What follows belongs to an exercise in optimizing a design on an open flow for small area, a short achievable clock period and few clock cycles per item; a production flow would make more cautious choices. The RTL was checked by simulation tests, not by an equivalence proof against the original design. No activity file was given, so power comes from the tool's default toggle rates.

==> inputs of run a <==
==> flow/design.v <==
package kst_pkg;
  localparam int MAX_KEEP_DEF = 64;
  localparam int       ADDR_W         = 3;
  localparam int       KEEP_W         = 7;
  localparam bit [0:0] REG_KEEP_COUNT = 1'b0;
  localparam logic [KEEP_W-1:0] KEEP_RESET = 7'd8;
endpackage
module kst_ram #(
  parameter int WIDTH = 32,
  parameter int DEPTH = 64
) (
  input  logic                    clk,
  input  logic                    rst,
  input  logic                    adv,      
  input  logic                    fire,     
  input  logic                    app,      
  input  logic signed [WIDTH-1:0] s_x,      
  input  logic signed [WIDTH-1:0] s_y,      
  output logic signed [WIDTH-1:0] min_nxt   
);
  logic [WIDTH-1:0] r [DEPTH];    
  logic [DEPTH-1:0] valid;
  logic [DEPTH-1:0] cr;           
  logic [DEPTH+1:0] c;            
  logic [DEPTH+1:0] raw;          
  logic [DEPTH-1:0] valid_nxt;
  logic [DEPTH-1:0] c_nxt;        
  logic             x_gt_y;       
  function automatic logic gt_tree(input logic [31:0] g_in, input logic [31:0] ge_in);
    logic [31:0] g, ge;
    g  = g_in;
    ge = ge_in;
    for (int l = 0; l < 5; l++) begin
      for (int j = 0; j < (16 >> l); j++) begin
        g[j]  = g[2*j+1] || (ge[2*j+1] && g[2*j]);
        ge[j] = g[2*j+1] || (ge[2*j+1] && ge[2*j]);
      end
    end
    gt_tree = g[0];
  endfunction
  always_comb begin
    raw[0]       = 1'b1;
    raw[DEPTH+1] = 1'b0;
    for (int i = 0; i < DEPTH; i++) begin
      logic [WIDTH-1:0] g, ge;
      for (int j = 0; j < WIDTH; j++) begin
        if (j == WIDTH-1) begin
          g[j]  = !s_x[j] && r[i][j];
          ge[j] = !s_x[j] || r[i][j];
        end else begin
          g[j]  = s_x[j] && !r[i][j];
          ge[j] = s_x[j] || !r[i][j];
        end
      end
      raw[i+1] = gt_tree(g, ge);
    end
  end
  always_comb begin
    logic [WIDTH-1:0] g, ge;
    for (int j = 0; j < WIDTH; j++) begin
      if (j == WIDTH-1) begin
        g[j]  = !s_x[j] && s_y[j];
        ge[j] = !s_x[j] || s_y[j];
      end else begin
        g[j]  = s_x[j] && !s_y[j];
        ge[j] = s_x[j] || !s_y[j];
      end
    end
    x_gt_y = gt_tree(g, ge);
  end
  assign valid_nxt = (fire && app) ? {valid[DEPTH-2:0], 1'b1} : valid;
  always_ff @(posedge clk) begin
    if (rst) begin
      valid <= '0;
    end else begin
      valid <= valid_nxt;
    end
  end
  always_comb begin
    c[0]       = 1'b1;
    c[DEPTH+1] = 1'b0;
    c[DEPTH:1] = cr;
  end
  for (genvar i = 0; i < DEPTH; i++) begin : g_slot
    logic             cm, ci, cn;    
    logic             ts, td, tu, en;
    logic [WIDTH-1:0] lo, hi, nr;
    always_comb begin
      cm = c[i];
      ci = c[i+1];
      cn = c[i+2];
      lo = r[(i == 0) ? 0 : i-1];
      hi = r[(i == DEPTH-1) ? i : i+1];
      ts = app ? (!ci && cm) : (ci && !cn);
      td = app && !cm;
      tu = !app && cn;
      en = fire && (app ? !ci : ci);
      nr = ts ? s_y : td ? lo : hi;
      c_nxt[i] = valid_nxt[i] &&
                 (!en ? raw[i+1] :
                  ts  ? x_gt_y :
                  td  ? raw[i] : raw[i+2]);
    end
    always_ff @(posedge clk) begin
      if (en) r[i] <= nr;
      if (adv) cr[i] <= c_nxt[i];
    end
    if (i == 0) begin : g_min
      assign min_nxt = en ? nr : r[0];
    end
  end
endmodule
module kst_ctrl (
  input  logic clk,
  input  logic rst,
  input  logic in_valid,
  output logic in_ready,
  input  logic out_ready,
  output logic load_x,     
  output logic adv,        
  output logic fire,       
  output logic o_load_r,   
  output logic o_load_q,   
  output logic q_load_r,   
  output logic out_valid
);
  logic v_x, v_y, q_v, o_v, rdy;
  logic v_x_n, v_y_n, q_v_n, o_v_n;
  logic o_free;
  assign fire     = v_y && !q_v;
  assign adv      = !v_y || !q_v;
  assign load_x   = !v_x || adv;
  assign in_ready = rdy;
  assign o_free   = !o_v || out_ready;
  assign o_load_q = o_free && q_v;
  assign o_load_r = o_free && !q_v && fire;
  assign q_load_r = !o_free && fire;
  assign out_valid = o_v;
  always_comb begin
    v_x_n = load_x ? in_valid : v_x;
    v_y_n = adv ? v_x : v_y;
    o_v_n = o_free ? (q_v || fire) : o_v;
    q_v_n = o_free ? 1'b0 : (q_v || fire);
  end
  always_ff @(posedge clk) begin
    if (rst) begin
      v_x <= 1'b0;
      v_y <= 1'b0;
      q_v <= 1'b0;
      o_v <= 1'b0;
      rdy <= 1'b1;
    end else begin
      v_x <= v_x_n;
      v_y <= v_y_n;
      q_v <= q_v_n;
      o_v <= o_v_n;
      rdy <= !v_x_n || !v_y_n || !q_v_n;
    end
  end
endmodule
module kst_dpath #(
  parameter int MAX_KEEP = kst_pkg::MAX_KEEP_DEF
) (
  input  logic                       clk,
  input  logic                       rst,
  input  logic [kst_pkg::KEEP_W-1:0] keep_nxt,    
  input  logic signed [31:0]         score,
  input  logic                       load_x,
  input  logic                       adv,
  input  logic                       fire,
  input  logic                       o_load_r,
  input  logic                       o_load_q,
  input  logic                       q_load_r,
  output logic signed [31:0]         kth_value,
  output logic                       filled
);
  localparam int CW = $clog2(MAX_KEEP + 1);
  localparam int KW = (CW > kst_pkg::KEEP_W) ? CW : kst_pkg::KEEP_W;
  logic signed [31:0] s_x, s_y;    
  logic [CW-1:0]      cnt;
  logic               app;
  logic signed [31:0] min_nxt;
  logic               filled_nxt;
  logic signed [31:0] q_val;
  logic               q_filled;
  function automatic logic [KW-1:0] eff_k(input logic [kst_pkg::KEEP_W-1:0] kc);
    logic [KW-1:0] k_ext;
    k_ext = KW'(kc);
    if (k_ext == '0) eff_k = KW'(1);
    else if (k_ext > KW'(MAX_KEEP)) eff_k = KW'(MAX_KEEP);
    else eff_k = k_ext;
  endfunction
  logic [CW-1:0] cnt_nxt;
  logic [KW-1:0] k_nxt;
  logic          app1, app2;
  assign app     = app1;
  assign cnt_nxt = (fire && app1) ? cnt + CW'(1) : cnt;
  assign k_nxt   = eff_k(keep_nxt);
  always_ff @(posedge clk) begin
    if (rst) begin
      cnt  <= '0;
      app1 <= 1'b1;
      app2 <= 1'b1;
    end else begin
      cnt  <= cnt_nxt;
      app1 <= KW'(cnt_nxt) < k_nxt;
      app2 <= KW'(cnt_nxt) + KW'(1) < k_nxt;
    end
  end
  always_ff @(posedge clk) begin
    if (load_x) begin
      s_x  <= score;
    end
    if (adv) begin
      s_y  <= s_x;
    end
  end
  kst_ram #(
    .WIDTH (32),
    .DEPTH (MAX_KEEP)
  ) u_arr (
    .clk     (clk),
    .rst     (rst),
    .adv     (adv),
    .fire    (fire),
    .app     (app),
    .s_x     (s_x),
    .s_y     (s_y),
    .min_nxt (min_nxt)
  );
  assign filled_nxt = !(app1 && app2);
  always_ff @(posedge clk) begin
    if (q_load_r) begin
      q_val    <= min_nxt;
      q_filled <= filled_nxt;
    end
    if (o_load_q) begin
      kth_value <= q_val;
      filled    <= q_filled;
    end else if (o_load_r) begin
      kth_value <= min_nxt;
      filled    <= filled_nxt;
    end
  end
endmodule
module kth_largest_stream_tracker_unit #(
  parameter int MAX_KEEP = kst_pkg::MAX_KEEP_DEF
) (
  input  logic                       clk,
  input  logic                       rst,
  input  logic                       psel,
  input  logic                       penable,
  input  logic                       pwrite,
  input  logic [kst_pkg::ADDR_W-1:0] paddr,
  input  logic [31:0]                pwdata,
  output logic [31:0]                prdata,
  output logic                       pready,
  input  logic                       score_valid,
  output logic                       score_ready,
  input  logic signed [31:0]         score,
  output logic                       result_valid,
  input  logic                       result_ready,
  output logic signed [31:0]         kth_value,
  output logic                       filled
);
  logic [kst_pkg::KEEP_W-1:0] keep_count, keep_nxt;
  logic                       cfg_wr;
  logic                       load_x, adv, fire, o_load_r, o_load_q, q_load_r;
  assign pready = 1'b1;
  assign cfg_wr = psel && penable && pwrite && pready &&
                  (paddr[2] == kst_pkg::REG_KEEP_COUNT);
  assign keep_nxt = cfg_wr ? pwdata[kst_pkg::KEEP_W-1:0] : keep_count;
  always_ff @(posedge clk) begin
    if (rst) begin
      keep_count <= kst_pkg::KEEP_RESET;
    end else begin
      keep_count <= keep_nxt;
    end
  end
  always_comb begin
    prdata = '0;
    if (paddr[2] == kst_pkg::REG_KEEP_COUNT) begin
      prdata = 32'(keep_count);
    end
  end
  kst_ctrl u_ctrl (
    .clk       (clk),
    .rst       (rst),
    .in_valid  (score_valid),
    .in_ready  (score_ready),
    .out_ready (result_ready),
    .load_x    (load_x),
    .adv       (adv),
    .fire      (fire),
    .o_load_r  (o_load_r),
    .o_load_q  (o_load_q),
    .q_load_r  (q_load_r),
    .out_valid (result_valid)
  );
  kst_dpath #(
    .MAX_KEEP (MAX_KEEP)
  ) u_dpath (
    .clk        (clk),
    .rst        (rst),
    .keep_nxt   (keep_nxt),
    .score      (score),
    .load_x     (load_x),
    .adv        (adv),
    .fire       (fire),
    .o_load_r   (o_load_r),
    .o_load_q   (o_load_q),
    .q_load_r   (q_load_r),
    .kth_value  (kth_value),
    .filled     (filled)
  );
endmodule
==> flow/flow/run.sh <==
#!/bin/bash
# The standard layout, with the port buffers made from plain buffers
# (buf_4) instead of the delay-buffer cells buffer_ports picks by default;
# every input and output port still gets its own buffer.
set -euo pipefail
export BUFFER_PORTS_ARGS="-buffer_cell sky130_fd_sc_hd__buf_4"
bash standard.sh finish > standard.log 2>&1
==> flow/standard.sh <==
#!/bin/bash
# synth_recipe.tcl (not shown) runs the flow's synth.tcl, then flattens the netlist and writes it again
# the make line also repeats each setting of config.mk as NAME=value (left out here)
make -C /OpenROAD-flow-scripts/flow DESIGN_CONFIG=/design/flow/config.mk WORK_HOME=/design/flow/orfs CLKGATE_MAP_FILE= SYNTH_SCRIPT=/design/flow/synth_recipe.tcl "${@:-finish}"
==> flow/config.mk <==
export PLATFORM = sky130hd
export DESIGN_NAME = kth_largest_stream_tracker_unit
export DESIGN_NICKNAME = kth_largest_stream_tracker_unit
export VERILOG_FILES = /design/flow/design.v
export SDC_FILE = /design/flow/constraint.sdc
export NUM_CORES = 4
export LEC_CHECK = 0
export CAP_MARGIN = 20
export CORE_MARGIN = 2
export CORE_UTILIZATION = 40
export PLACE_DENSITY = 0.6
export SETUP_SLACK_MARGIN = 5
export SLEW_MARGIN = 20
export TNS_END_PERCENT = 5
==> flow/constraint.sdc <==
create_clock -name core_clock -period 9.0 [get_ports {clk}]
set_input_delay 1.8000 -clock core_clock [delete_from_list [all_inputs] [get_ports {clk}]]
set_output_delay 1.8000 -clock core_clock [all_outputs]
set_load 0.01 [all_outputs]
==> inputs of run b, as changes to run a <==
==> flow/design.v, changed modules only <==
module kst_ram #(
  parameter int WIDTH = 32,
  parameter int DEPTH = 64
) (
  input  logic                    clk,
  input  logic                    rst,
  input  logic                    adv,      
  input  logic                    fire,     
  input  logic                    app,      
  input  logic signed [WIDTH-1:0] s_x,      
  input  logic signed [WIDTH-1:0] s_y,      
  output logic signed [WIDTH-1:0] min_nxt   
);
  logic signed [WIDTH-1:0] r [DEPTH];    
  logic [DEPTH-1:0] valid;
  logic [DEPTH-1:0] cr;           
  logic [DEPTH+1:0] c;            
  logic [DEPTH+1:0] raw;          
  logic [DEPTH-1:0] valid_nxt;
  logic [DEPTH-1:0] c_nxt;        
  logic             x_gt_y;       
  always_comb begin
    raw[0]       = 1'b1;
    raw[DEPTH+1] = 1'b0;
    for (int i = 0; i < DEPTH; i++) raw[i+1] = s_x > r[i];
  end
  assign x_gt_y = s_x > s_y;
  assign valid_nxt = (fire && app) ? {valid[DEPTH-2:0], 1'b1} : valid;
  always_ff @(posedge clk) begin
    if (rst) begin
      valid <= '0;
    end else begin
      valid <= valid_nxt;
    end
  end
  always_comb begin
    c[0]       = 1'b1;
    c[DEPTH+1] = 1'b0;
    c[DEPTH:1] = cr;
  end
  for (genvar i = 0; i < DEPTH; i++) begin : g_slot
    logic             cm, ci, cn;    
    logic             ts, td, tu, en;
    logic [WIDTH-1:0] lo, hi, nr;
    always_comb begin
      cm = c[i];
      ci = c[i+1];
      cn = c[i+2];
      lo = r[(i == 0) ? 0 : i-1];
      hi = r[(i == DEPTH-1) ? i : i+1];
      ts = app ? (!ci && cm) : (ci && !cn);
      td = app && !cm;
      tu = !app && cn;
      en = fire && (app ? !ci : ci);
      nr = ts ? s_y : td ? lo : hi;
      c_nxt[i] = valid_nxt[i] &&
                 (!en ? raw[i+1] :
                  ts  ? x_gt_y :
                  td  ? raw[i] : raw[i+2]);
    end
    always_ff @(posedge clk) begin
      if (en) r[i] <= nr;
      if (adv) cr[i] <= c_nxt[i];
    end
    if (i == 0) begin : g_min
      assign min_nxt = en ? nr : r[0];
    end
  end
endmodule
==> inputs of run c, as changes to run a <==
--- a/flow/design.v
+++ b/flow/design.v
@@ -17,3 +17,5 @@
   input  logic signed [WIDTH-1:0] s_x,      
+  input  logic        [WIDTH-1:0] s_xn,     
   input  logic signed [WIDTH-1:0] s_y,      
+  input  logic        [WIDTH-1:0] s_yn,     
   output logic signed [WIDTH-1:0] min_nxt   
@@ -46,8 +48,8 @@
       for (int j = 0; j < WIDTH; j++) begin
-        if (j == WIDTH-1) begin
-          g[j]  = !s_x[j] && r[i][j];
-          ge[j] = !s_x[j] || r[i][j];
+        if ((i % 2 == 0) != (j == WIDTH-1)) begin
+          g[j]  = (i % 2 == 0) ? !(s_xn[j] || r[i][j]) : !(s_x[j] || r[i][j]);
+          ge[j] = (i % 2 == 0) ? !(s_xn[j] && r[i][j]) : !(s_x[j] && r[i][j]);
         end else begin
-          g[j]  = s_x[j] && !r[i][j];
-          ge[j] = s_x[j] || !r[i][j];
+          g[j]  = (i % 2 == 0) ? (s_xn[j] && r[i][j]) : (s_x[j] && r[i][j]);
+          ge[j] = (i % 2 == 0) ? (s_xn[j] || r[i][j]) : (s_x[j] || r[i][j]);
         end
@@ -61,7 +63,7 @@
       if (j == WIDTH-1) begin
-        g[j]  = !s_x[j] && s_y[j];
-        ge[j] = !s_x[j] || s_y[j];
+        g[j]  = s_xn[j] && s_y[j];
+        ge[j] = s_xn[j] || s_y[j];
       end else begin
-        g[j]  = s_x[j] && !s_y[j];
-        ge[j] = s_x[j] || !s_y[j];
+        g[j]  = s_x[j] && s_yn[j];
+        ge[j] = s_x[j] || s_yn[j];
       end
@@ -86,3 +88,3 @@
     logic             ts, td, tu, en;
-    logic [WIDTH-1:0] lo, hi, nr;
+    logic [WIDTH-1:0] sx, lo, hi, nr;
     always_comb begin
@@ -91,2 +93,3 @@
       cn = c[i+2];
+      sx = (i % 2 == 0) ? s_yn : s_y;
       lo = r[(i == 0) ? 0 : i-1];
@@ -97,3 +100,3 @@
       en = fire && (app ? !ci : ci);
-      nr = ts ? s_y : td ? lo : hi;
+      nr = ~(({WIDTH{ts}} & sx) | ({WIDTH{td}} & lo) | ({WIDTH{tu}} & hi));
       c_nxt[i] = valid_nxt[i] &&
@@ -179,2 +182,3 @@
   logic signed [31:0] s_x, s_y;    
+  logic        [31:0] s_xn, s_yn;  
   logic [CW-1:0]      cnt;
@@ -212,2 +216,3 @@
       s_x  <= score;
+      s_xn <= ~score;
     end
@@ -215,2 +220,3 @@
       s_y  <= s_x;
+      s_yn <= s_xn;
     end
@@ -227,3 +233,5 @@
     .s_x     (s_x),
+    .s_xn    (s_xn),
     .s_y     (s_y),
+    .s_yn    (s_yn),
     .min_nxt (min_nxt)
==> flow/flow/run.sh (replaced) <==
#!/bin/bash
# The standard layout, with two changes:
# - the port buffers are plain buffers (buf_4) instead of the delay-buffer
#   cells buffer_ports picks by default; every port still gets a buffer;
# - global routing offers less of met1/met2 (flow/fastroute.tcl), which
#   moves long wires to the upper layers and eases detailed routing.
set -euo pipefail
export BUFFER_PORTS_ARGS="-buffer_cell sky130_fd_sc_hd__buf_4"
export FASTROUTE_TCL="$PWD/flow/fastroute.tcl"
bash standard.sh finish > standard.log 2>&1
==> flow/flow/fastroute.tcl (new file) <==
# Global routing layers as the platform sets them, but with less of met1
# and met2 offered to the global router, so that long wires go up to
# met3/met4 and leave the lower layers for pin access.
set_global_routing_layer_adjustment met1 0.5
set_global_routing_layer_adjustment met2 0.35
set_global_routing_layer_adjustment met3-met5 0.2
set_routing_layers -clock met3-met5
set_routing_layers -signal met1-met5
==> inputs of run d, as changes to run a <==
==> flow/design.v, changed modules only <==
module kst_ram #(
  parameter int WIDTH = 32,
  parameter int DEPTH = 64
) (
  input  logic                    clk,
  input  logic                    rst,
  input  logic                    adv,      
  input  logic                    fire,     
  input  logic                    app,      
  input  logic signed [WIDTH-1:0] s_x,      
  input  logic signed [WIDTH-1:0] s_y,      
  output logic signed [WIDTH-1:0] min_nxt   
);
  logic signed [WIDTH-1:0] r [DEPTH];    
  logic [DEPTH-1:0] valid;
  logic [DEPTH-1:0] cr;           
  logic [DEPTH+1:0] c;            
  logic [DEPTH+1:0] raw;          
  logic [DEPTH-1:0] valid_nxt;
  logic [DEPTH-1:0] c_nxt;        
  logic             x_gt_y;       
  always_comb begin
    raw[0]       = 1'b1;
    raw[DEPTH+1] = 1'b0;
    for (int i = 0; i < DEPTH; i++) raw[i+1] = s_x > r[i];
  end
  assign x_gt_y = s_x > s_y;
  assign valid_nxt = (fire && app) ? {valid[DEPTH-2:0], 1'b1} : valid;
  always_ff @(posedge clk) begin
    if (rst) begin
      valid <= '0;
    end else begin
      valid <= valid_nxt;
    end
  end
  always_comb begin
    c[0]       = 1'b1;
    c[DEPTH+1] = 1'b0;
    c[DEPTH:1] = cr;
  end
  for (genvar i = 0; i < DEPTH; i++) begin : g_slot
    logic             cm, ci, cn;    
    logic             ts, td, tu, en;
    logic [WIDTH-1:0] lo, hi, nr;
    always_comb begin
      cm = c[i];
      ci = c[i+1];
      cn = c[i+2];
      lo = r[(i == 0) ? 0 : i-1];
      hi = r[(i == DEPTH-1) ? i : i+1];
      ts = app ? (!ci && cm) : (ci && !cn);
      td = app && !cm;
      tu = !app && cn;
      en = fire && (app ? !ci : ci);
      nr = ts ? s_y : td ? lo : hi;
      c_nxt[i] = valid_nxt[i] &&
                 (!en ? raw[i+1] :
                  ts  ? x_gt_y :
                  td  ? raw[i] : raw[i+2]);
    end
    always_ff @(posedge clk) begin
      if (en) r[i] <= nr;
      if (adv) cr[i] <= c_nxt[i];
    end
    if (i == 0) begin : g_min
      assign min_nxt = en ? nr : r[0];
    end
  end
endmodule
Settings changed: SETUP_SLACK_MARGIN 5 to unset, TNS_END_PERCENT 5 to unset.
==> run notes <==
Run status: run d finished clean; run c finished clean; run a finished clean; run b finished clean
Count of inserted tapcells: run d 5663; run c 4599; run a 5220; run b 5663
Int Pwr: run d 20.6 mW; run c 20.8 mW; run a 20.6 mW; run b 20.6 mW
Placement Cell Area: run d 178000 um2; run c 146000 um2; run a 164000 um2; run b 178000 um2
Power consumed by sequential cells: run d 12.9 mW; run c 13.3 mW; run a 13.0 mW; run b 12.8 mW
Share of synthesized cell area in full adder, half adder and majority cells: run d 15.9%; run c 5.41%; run a 4.00%; run b 15.9%
Total CTS buffers: run d 292; run c 290; run a 288; run b 289
Net Sw Power: run d 8.38 mW; run c 8.74 mW; run a 8.84 mW; run b 8.27 mW
CP required: run d 9.80 ns; run c 9.68 ns; run a 9.70 ns; run b 9.66 ns
Amount of wire on met3 after detailed routing: run d 58.7 mm; run c 140 mm; run a 99.4 mm; run b 49.7 mm
Number of standard cells after synthesis: run d 18.1k; run c 13.0k; run a 17.3k; run b 18.1k
Share of cells above drive strength 1: run d 6.02%; run c 11.4%; run a 8.37%; run b 6.05%
Placed cells: run d 23.2k; run c 16.7k; run a 21.5k; run b 23.2k
Max-slew headroom at the worst pin: run d 8.49%; run c 11.8%; run a 17.6%; run b 19.4%
Share of the final layout cell area in multi-input gates: run d 48.3%; run c 40.9%; run a 47.1%; run b 48.3%
GR Util met1: run d 37.3%; run c 57.6%; run a 43.6%; run b 36.4%
R2r endpoint: run d u_dpath.u_arr.cr[1]; run c u_dpath.u_arr.cr[46]; run a u_dpath.u_arr.cr[23]; run b u_dpath.u_arr.cr[16]
Testbench counts of run a, summed over its fixed seeds: cycles 3,224, items 3,200.
Testbench counts of run b, summed over its fixed seeds: cycles 3,224, items 3,200.
Testbench counts of run c, summed over its fixed seeds: cycles 3,224, items 3,200.
Testbench counts of run d, summed over its fixed seeds: cycles 3,224, items 3,200.

re-timing with driven ports:
Ports are ideal in the flow. The routed layouts listed here were re-timed in OpenROAD. Step 1 assumes that a clkbuf_16 drives the clock port and a buf_2 every other input. Step 2 moves the port delays by t, midway between the first and last clock arrival at a register: inputs arrive t later, outputs are due t later. That takes back most of the time a late clock gives input paths. Slacks: no drivers / after step 1 / after step 2; pairs: no drivers / after step 1.
run | t, ns | setup slack, ns | worst slew at a driven data input, ns
run a | 1.044 | 4.847 / 4.847 / 4.211 | 0.12
run b | 1.032 | 4.812 / 4.812 / 4.579 | 0.07
run c | 1.093 | 4.729 / 4.729 / 4.427 | 0.08
run d | 1.046 | 4.335 / 4.335 / 4.335 | 0.08
After both steps setup and hold are still met in every run listed. For run a, which loses most, drivers alone change the setup slack by 0.000 ns; drivers and shift together by -0.636 ns.
